What follows belongs to an exercise in optimizing a design on an open flow for small area and a short achievable clock period; a production flow would make more cautious choices.
Function was checked by simulation only, so behaviour that the tests miss may differ from the original.
Power figures rest on the tool's default switching activity, not on a simulated workload.

Setup of build 66:
## bus_mem_responder
module bus_mem_responder #(
  parameter logic [bus_pkg::ADDR_W-1:0] BASE = 20'h00000,
  parameter int                DEPTH_LOG2  = 8,
  parameter int                WAIT_STATES = 1,
  parameter logic [bus_pkg::DATA_W-1:0] FILL_BYTE = 8'hFF
) (
  input  logic              clk,
  input  logic              reset,
  input  logic              EN,
  input  logic              RD_WR,
  input  logic [bus_pkg::ADDR_W-1:0] Direction,
  input  logic [bus_pkg::DATA_W-1:0] Bus_in,
  output logic [bus_pkg::DATA_W-1:0] Bus_out,
  output logic              Bus_oe,
  output logic              READY,
  output logic              ERR,
  output logic              Busy
);
make LEC_CHECK=0 CAP_MARGIN=20 CORE_MARGIN=2 CORE_UTILIZATION=50 CTS_CLUSTER_DIAMETER=100 CTS_CLUSTER_SIZE=24 SETUP_SLACK_MARGIN=3.2 SLEW_MARGIN=20 SYNTH_HIERARCHICAL=1 finish   # period 5.0 ns
run.sh (not shown) runs the stock make flow with config.mk's settings and CLKGATE_MAP_FILE= SYNTH_SCRIPT=/design/flow/synth_recipe.tcl, a recipe that flattens the netlist after the stock synthesis.
Setup changes, build 66 to build 8
Settings: changing SETUP_SLACK_MARGIN from 3.2 to 3.4; changing CORE_UTILIZATION from 50 to 40.
Results
| worst setup slack | higher: build 66 |
Min fill cell total of the finished layout across build 66 and build 8: build 66
In the metrics for build 66 and build 8, the one carrying the lower die area is build 66.
Build 8: cell count after placement 310 above build 66
Sequential share of layout area: build 8 vs build 66 — no meaningful difference
Summary: number of vias after detailed routing, build 8 better than build 66
Build 8 has combinational cell fraction of total power below what build 66 had.
The following lists how build 90 was set up differently from build 8:
Settings: changing SETUP_SLACK_MARGIN from 3.4 to 3.2.
Findings:
- Re placed wire-length estimate: build 90 is about 2.3% up on build 8.
- There was hardly any difference in synthesized cell count between build 8 and build 90.
- Sort build 90 and build 8 by non-clock buffer count asc -> top: build 90
- Build 90 vs build 8, total power after layout went down by about 1.4%.
- Any difference in proportion of power drawn by the clock network between build 90 and build 8 is small enough to ignore.
- [build 90] sequential cell area share rose 0.90 points relative to build 8
- Per the comparison of build 90 with build 8, biggest cell delay along the critical path was more or less identical; via count of the first global-routing pass higher.
- | number of antenna violations at the first check in global routing | higher: build 90 |
- Highest signal layer in the routed design: met5 -> build 90, met4 -> build 8

* * *

Another version of the RTL of bus_mem_responder (not shown whole).
Size: about 4100 cells after synthesis, roughly 2200 flip-flops, roughly 44 I/O pins, ~56000 µm² of cells after synthesis.
## bus_mem_responder
module bus_mem_responder #(
  parameter logic [bus_pkg::ADDR_W-1:0] BASE = 20'h00000,
  parameter int                DEPTH_LOG2  = 8,
  parameter int                WAIT_STATES = 1,
  parameter logic [bus_pkg::DATA_W-1:0] FILL_BYTE = 8'hFF
) (
  input  logic              clk,
  input  logic              reset,
  input  logic              EN,
  input  logic              RD_WR,
  input  logic [bus_pkg::ADDR_W-1:0] Direction,
  input  logic [bus_pkg::DATA_W-1:0] Bus_in,
  output logic [bus_pkg::DATA_W-1:0] Bus_out,
  output logic              Bus_oe,
  output logic              READY,
  output logic              ERR,
  output logic              Busy
);
  logic        busy_q, idle_q, addr_q, wait_q, data_q;
  logic        err_q, oe_q, wnow_q;
  logic [7:0]  out_q;
  logic [7:0]  off_q;
  logic        op_q, in_win_q;
  logic [1:0]  phase_q;
  logic [2:0]  wpend_q;           
  logic [7:0]  waddr_q, wdata_q;  
  logic        fwd_d;             
  logic        src_tree_q, src_buf_q, src_wd_q, src_ff_q;   
  logic [7:0]  rdbuf_q;
  logic [15:0] rhi_n_q;           
  logic [7:0]  rmt_n_q;           
  logic [15:0] whi_q;             
  logic [3:0]  wmid_q;            
  logic        go_q;              
  logic [7:0]  rd;
  logic        accept;
  ...
Settings: LEC_CHECK=0, CAP_MARGIN=20, CORE_MARGIN=2, CORE_UTILIZATION=40, CTS_CLUSTER_DIAMETER=100, CTS_CLUSTER_SIZE=24, SETUP_SLACK_MARGIN=3.5, SLEW_MARGIN=20, SYNTH_HIERARCHICAL=1; clock period 5.0 ns.
Rerun with:
--- a/flow/config.mk
+++ b/flow/config.mk
@@ -12,3 +12,3 @@
 export CTS_CLUSTER_SIZE = 24
-export SETUP_SLACK_MARGIN = 3.5
+export SETUP_SLACK_MARGIN = 3.2
 export SLEW_MARGIN = 20
The new run completed without violations.
First-iteration DRC count increases by 9.2%.
Utilization decreases by 0.43 points.
Wire length increases by 0.56%.
Global-route usage increases by 0.10 points.
Hold slack loses 0.0053 ns.
Total power decreases by 0.59%.
Count of clock-buffer cells in the layout increases by 2.
Register-to-register slack gains 0.05 ns.
Die area is unchanged.

* * *

bus_mem_responder, a different RTL version from the one above (not shown whole).
Size: about 2200 flip-flops, ~44 I/O pins.
Settings: LEC_CHECK=0, CAP_MARGIN=20, CORE_MARGIN=2, CORE_UTILIZATION=40, CTS_CLUSTER_DIAMETER=100, CTS_CLUSTER_SIZE=30, SETUP_SLACK_MARGIN=2.5, SLEW_MARGIN=20, SYNTH_HIERARCHICAL=1; clock period 5.0 ns.
==> next run, changes <==
--- a/flow/config.mk
+++ b/flow/config.mk
@@ -12 +12 @@
-export CTS_CLUSTER_SIZE = 30
+export CTS_CLUSTER_SIZE = 24
Outcome: Worst setup slack improves by 0.053 ns. First-iteration DRC count went down by 4.8%. Design area went up by 0.73%. Critical path depth went down by 5. Register-to-register slack improves by 0.05 ns. Die area stays the same. Routed wire length hardly moves. Core utilization went up by 0.32 points. Total power went up by 2.3%. Clock power went up by 7.8%.

* * *

Setup of job 101:
The RTL this note starts from:
==> flow/design.v <==
package bus_pkg;
  localparam int ADDR_W = 20;
  localparam int DATA_W = 8;
  typedef enum logic {
    leer     = 1'b0,
    escribir = 1'b1
  } operacion;
  typedef enum logic [2:0] {
    IDLE = 3'd0,
    ADDR = 3'd1,
    WAIT = 3'd2,
    DATA = 3'd3,
    TURN = 3'd4
  } resp_state_t;
endpackage
module bm_hold (input logic we, input logic nwe, input logic d, input logic q,
                output logic y);
  assign y = (we & d) | (nwe & q);
endmodule
module bm_wen (input logic a, input logic b, output logic we, output logic nwe);
  assign we  = a & b;
  assign nwe = ~(a & b);
endmodule
module bm_rd4 (input logic s0, input logic d0, input logic s1, input logic d1,
               input logic s2, input logic d2, input logic s3, input logic d3,
               output logic y);
  assign y = (s0 & d0) | (s1 & d1) | (s2 & d2) | (s3 & d3);
endmodule
module bm_nor2 (input logic a, input logic b, output logic y);
  assign y = ~(a | b);
endmodule
module bm_nand2 (input logic a, input logic b, output logic y);
  assign y = ~(a & b);
endmodule
module bm_nand4 (input logic a, input logic b, input logic c, input logic d,
                 output logic y);
  assign y = ~(a & b & c & d);
endmodule
module bus_mem_responder #(
  parameter logic [bus_pkg::ADDR_W-1:0] BASE = 20'h00000,
  parameter int                DEPTH_LOG2  = 8,
  parameter int                WAIT_STATES = 1,
  parameter logic [bus_pkg::DATA_W-1:0] FILL_BYTE = 8'hFF
) (
  input  logic              clk,
  input  logic              reset,
  input  logic              EN,
  input  logic              RD_WR,
  input  logic [bus_pkg::ADDR_W-1:0] Direction,
  input  logic [bus_pkg::DATA_W-1:0] Bus_in,
  output logic [bus_pkg::DATA_W-1:0] Bus_out,
  output logic              Bus_oe,
  output logic              READY,
  output logic              ERR,
  output logic              Busy
);
  logic        busy_q, idle_q, addr_q, wait_q, data_q;
  logic        err_q, oe_q, wnow_q;
  logic [7:0]  out_q;
  logic [7:0]  off_q;
  logic        op_q, in_win_q;
  logic [1:0]  phase_q;
  logic [2:0]  wpend_q;           
  logic [7:0]  waddr_q, wdata_q;  
  logic        fwd_d;             
  logic        src_tree_q;        
  logic [7:0]  alt_q;             
  logic [15:0] rhi_n_q;           
  logic [7:0]  rmt_n_q;           
  logic [15:0] wgo_q;             
  logic [3:0]  wmid_q;            
  logic [7:0]  rd;
  logic        accept;
  logic [7:0]  anext, wanext;
  logic [1:0]  rplace_nx, wplace_nx;
  assign accept = idle_q && EN;
  assign fwd_d  = (off_q == waddr_q);
  always_ff @(posedge clk or negedge reset) begin
    if (!reset) begin
      busy_q <= 1'b0;
      idle_q <= 1'b1;
      addr_q <= 1'b0;
      wait_q <= 1'b0;
      data_q <= 1'b0;
      err_q  <= 1'b0;
      oe_q   <= 1'b0;
      wnow_q <= 1'b0;
      out_q  <= '0;
      src_tree_q <= 1'b0;
      alt_q      <= '0;
    end else begin
      busy_q <= accept || addr_q || wait_q || data_q;
      idle_q <= !(accept || addr_q || wait_q || data_q);
      addr_q <= accept;
      wait_q <= addr_q;
      data_q <= wait_q;
      err_q  <= wait_q && !in_win_q;
      oe_q   <= wait_q && !op_q;
      wnow_q <= wait_q && op_q && in_win_q;
      src_tree_q <= addr_q && !op_q && in_win_q && !fwd_d && !rplace_nx[0];
      alt_q      <= ({8{addr_q && !op_q && in_win_q && !fwd_d && rplace_nx[0]}} & rd) |
                    ({8{addr_q && !op_q && in_win_q && fwd_d}} & wdata_q) |
                    ({8{addr_q && !op_q && !in_win_q}} & FILL_BYTE);
      out_q      <= ({8{src_tree_q}} & rd) | alt_q;
    end
  end
  always_ff @(posedge clk) begin
    if (idle_q) begin
      off_q    <= Direction[7:0];
      op_q     <= RD_WR;
      in_win_q <= (Direction[19:8] == 12'h000);
    end
  end
  always_ff @(posedge clk) begin
    case (phase_q)
      2'd0:    phase_q <= 2'd1;
      2'd1:    phase_q <= 2'd2;
      2'd2:    phase_q <= 2'd3;
      default: phase_q <= 2'd0;
    endcase
  end
  assign wanext = wnow_q ? off_q : waddr_q;
  always_ff @(posedge clk) begin
    wpend_q <= {wpend_q[1:0], wnow_q};
    if (wnow_q) begin
      waddr_q <= off_q;
      wdata_q <= Bus_in;
    end
  end
  assign anext     = idle_q ? Direction[7:0] : off_q;
  assign rplace_nx = anext[1:0] + phase_q + 2'd1;
  assign wplace_nx = wanext[1:0] + phase_q + 2'd1;
  always_ff @(posedge clk) begin
    for (int i = 0; i < 16; i++) begin
      rhi_n_q[i] <= (anext[7:4] != i[3:0]);
      wgo_q[i] <= (|{wpend_q[2:0], wnow_q}) && (wplace_nx == 2'd3) &&
                  (wanext[7:4] == i[3:0]);
    end
    for (int i = 0; i < 4; i++) begin
      rmt_n_q[2*i]   <= !(anext[3:2] == i[1:0] && rplace_nx == 2'd0);
      rmt_n_q[2*i+1] <= !(anext[3:2] == i[1:0] && rplace_nx == 2'd2);
      wmid_q[i]      <= (wanext[3:2] == i[1:0]);
    end
  end
  logic [127:0] rs;               
  logic [7:0]   row_q [256];      
  genvar r, p, b, k;
  generate
    for (r = 0; r < 64; r++) begin : g_ring
      logic we, nwe;
      logic [7:0] nxt;
      bm_wen  u_we  (.a(wgo_q[r / 4]), .b(wmid_q[r % 4]), .we(we), .nwe(nwe));
      for (b = 0; b < 8; b++) begin : g_bit
        bm_hold u_h (.we(we), .nwe(nwe), .d(wdata_q[b]), .q(row_q[4*r+3][b]), .y(nxt[b]));
      end
      always_ff @(posedge clk) begin
        row_q[4*r]   <= nxt;
        row_q[4*r+1] <= row_q[4*r];
        row_q[4*r+2] <= row_q[4*r+1];
        row_q[4*r+3] <= row_q[4*r+2];
      end
      for (p = 0; p < 2; p++) begin : g_pl
        bm_nor2 u_rs (.a(rhi_n_q[r / 4]), .b(rmt_n_q[(r % 4) * 2 + p]), .y(rs[2*r+p]));
      end
    end
    for (b = 0; b < 8; b++) begin : g_rd
      logic [31:0] t1;    
      logic [15:0] t2;    
      logic [3:0]  t3;    
      logic [1:0]  t4;    
      for (k = 0; k < 32; k++) begin : g_t1
        bm_rd4 u_a (.s0(rs[4*k]),   .d0(row_q[2*(4*k)][b]),
                    .s1(rs[4*k+1]), .d1(row_q[2*(4*k+1)][b]),
                    .s2(rs[4*k+2]), .d2(row_q[2*(4*k+2)][b]),
                    .s3(rs[4*k+3]), .d3(row_q[2*(4*k+3)][b]), .y(t1[k]));
      end
      for (k = 0; k < 16; k++) begin : g_t2
        bm_nor2 u_o (.a(t1[2*k]), .b(t1[2*k+1]), .y(t2[k]));
      end
      for (k = 0; k < 4; k++) begin : g_t3
        bm_nand4 u_n (.a(t2[4*k]), .b(t2[4*k+1]), .c(t2[4*k+2]), .d(t2[4*k+3]), .y(t3[k]));
      end
      bm_nor2 u_o4 (.a(t3[0]), .b(t3[1]), .y(t4[0]));
      bm_nor2 u_o5 (.a(t3[2]), .b(t3[3]), .y(t4[1]));
      assign rd[b] = ~(t4[0] & t4[1]);
    end
  endgenerate
  assign Bus_out = out_q;
  assign Bus_oe  = oe_q;
  assign READY   = data_q;
  assign ERR     = err_q;
  assign Busy    = busy_q;
endmodule
clock: 5.0 ns
lec_check: 0
cap_margin: 20
core_margin: 2
core_utilization: 40
cts_cluster_diameter: 100
cts_cluster_size: 24
gpl_routability_driven: 0
setup_slack_margin: 3.2
slew_margin: 20
synth_hierarchical: 1
Job 101 finished all stages; the layout is clean.
## Diff of input files: job 102 against job 101
Settings: setting PLACE_DENSITY to 0.5 for the first time; removing GPL_ROUTABILITY_DRIVEN (formerly 0).
- From job 101 to job 102 the numbers moved as follows: minimum period implied by the final worst setup slack shows an increase of 0.0037 ns, global-route wire length before repair increased by about 4% relative to the old numbers, remaining routing DRC violations stayed essentially flat.
- Pin slew with the least headroom to its limit was higher in the run labelled job 102.
- When the final numbers for job 101 and job 102 were put side by side, the total global routing track utilization turned out to be smaller in job 101.
- Worst reg-to-reg setup slack (higher): job 101
- Of job 101 and job 102, the lower count of TritonRoute iterations in the first routing pass belongs to job 102.
- | count of plain and timing-repair buffers in the layout | lower: job 102 |

port drivers added, routing unchanged:
The results above use ideal ports. As a check the final layouts listed here were re-extracted and re-timed, cells and wires unchanged.
Step 1 (the two cells are an assumption about what drives the block):
set clk [get_ports {clk}]
set_driving_cell -lib_cell sky130_fd_sc_hd__clkbuf_16 $clk
set_driving_cell -lib_cell sky130_fd_sc_hd__buf_2 [delete_from_list [all_inputs] $clk]
Step 2 adds t to the input delays and takes it off the output delays; t is the mean of the earliest and latest rising clock arrival at the registers after step 1. Input paths then give back, and output paths get back, about the clock's delay inside the block.
a / b / c = ideal ports / drivers / drivers and shift; a / b = the first two.
| run | shift t [ns] | slack for setup (ns) | worst setup path at the end |
|---|---|---|---|
| build 66 | 0.768 | 2.621 / 2.549 / 2.467 | input to register |
| build 8 | 0.804 | 2.579 / 2.502 / 2.520 | input to register |
| build 90 | 0.782 | 2.607 / 2.535 / 2.459 | input to register |
| the first run of note 2 | 0.810 | 2.591 / 2.511 / 2.605 | input to register |
| the second run of note 2 | 0.826 | 2.577 / 2.494 / 2.415 | input to register |
| the first run of note 3 | 0.775 | 2.501 / 2.445 / 2.257 | input to register |
| the second run of note 3 | 0.808 | 2.554 / 2.483 / 2.278 | input to register |
| job 101 | 0.814 | 2.587 / 2.507 / 2.372 | input to register |
| job 102 | 0.816 | 2.583 / 2.501 / 2.439 | input to register |
After both steps every run listed still meets setup and hold. For the second run of note 3, which loses most, drivers alone change the setup slack by -0.071 ns; drivers and shift together by -0.276 ns.
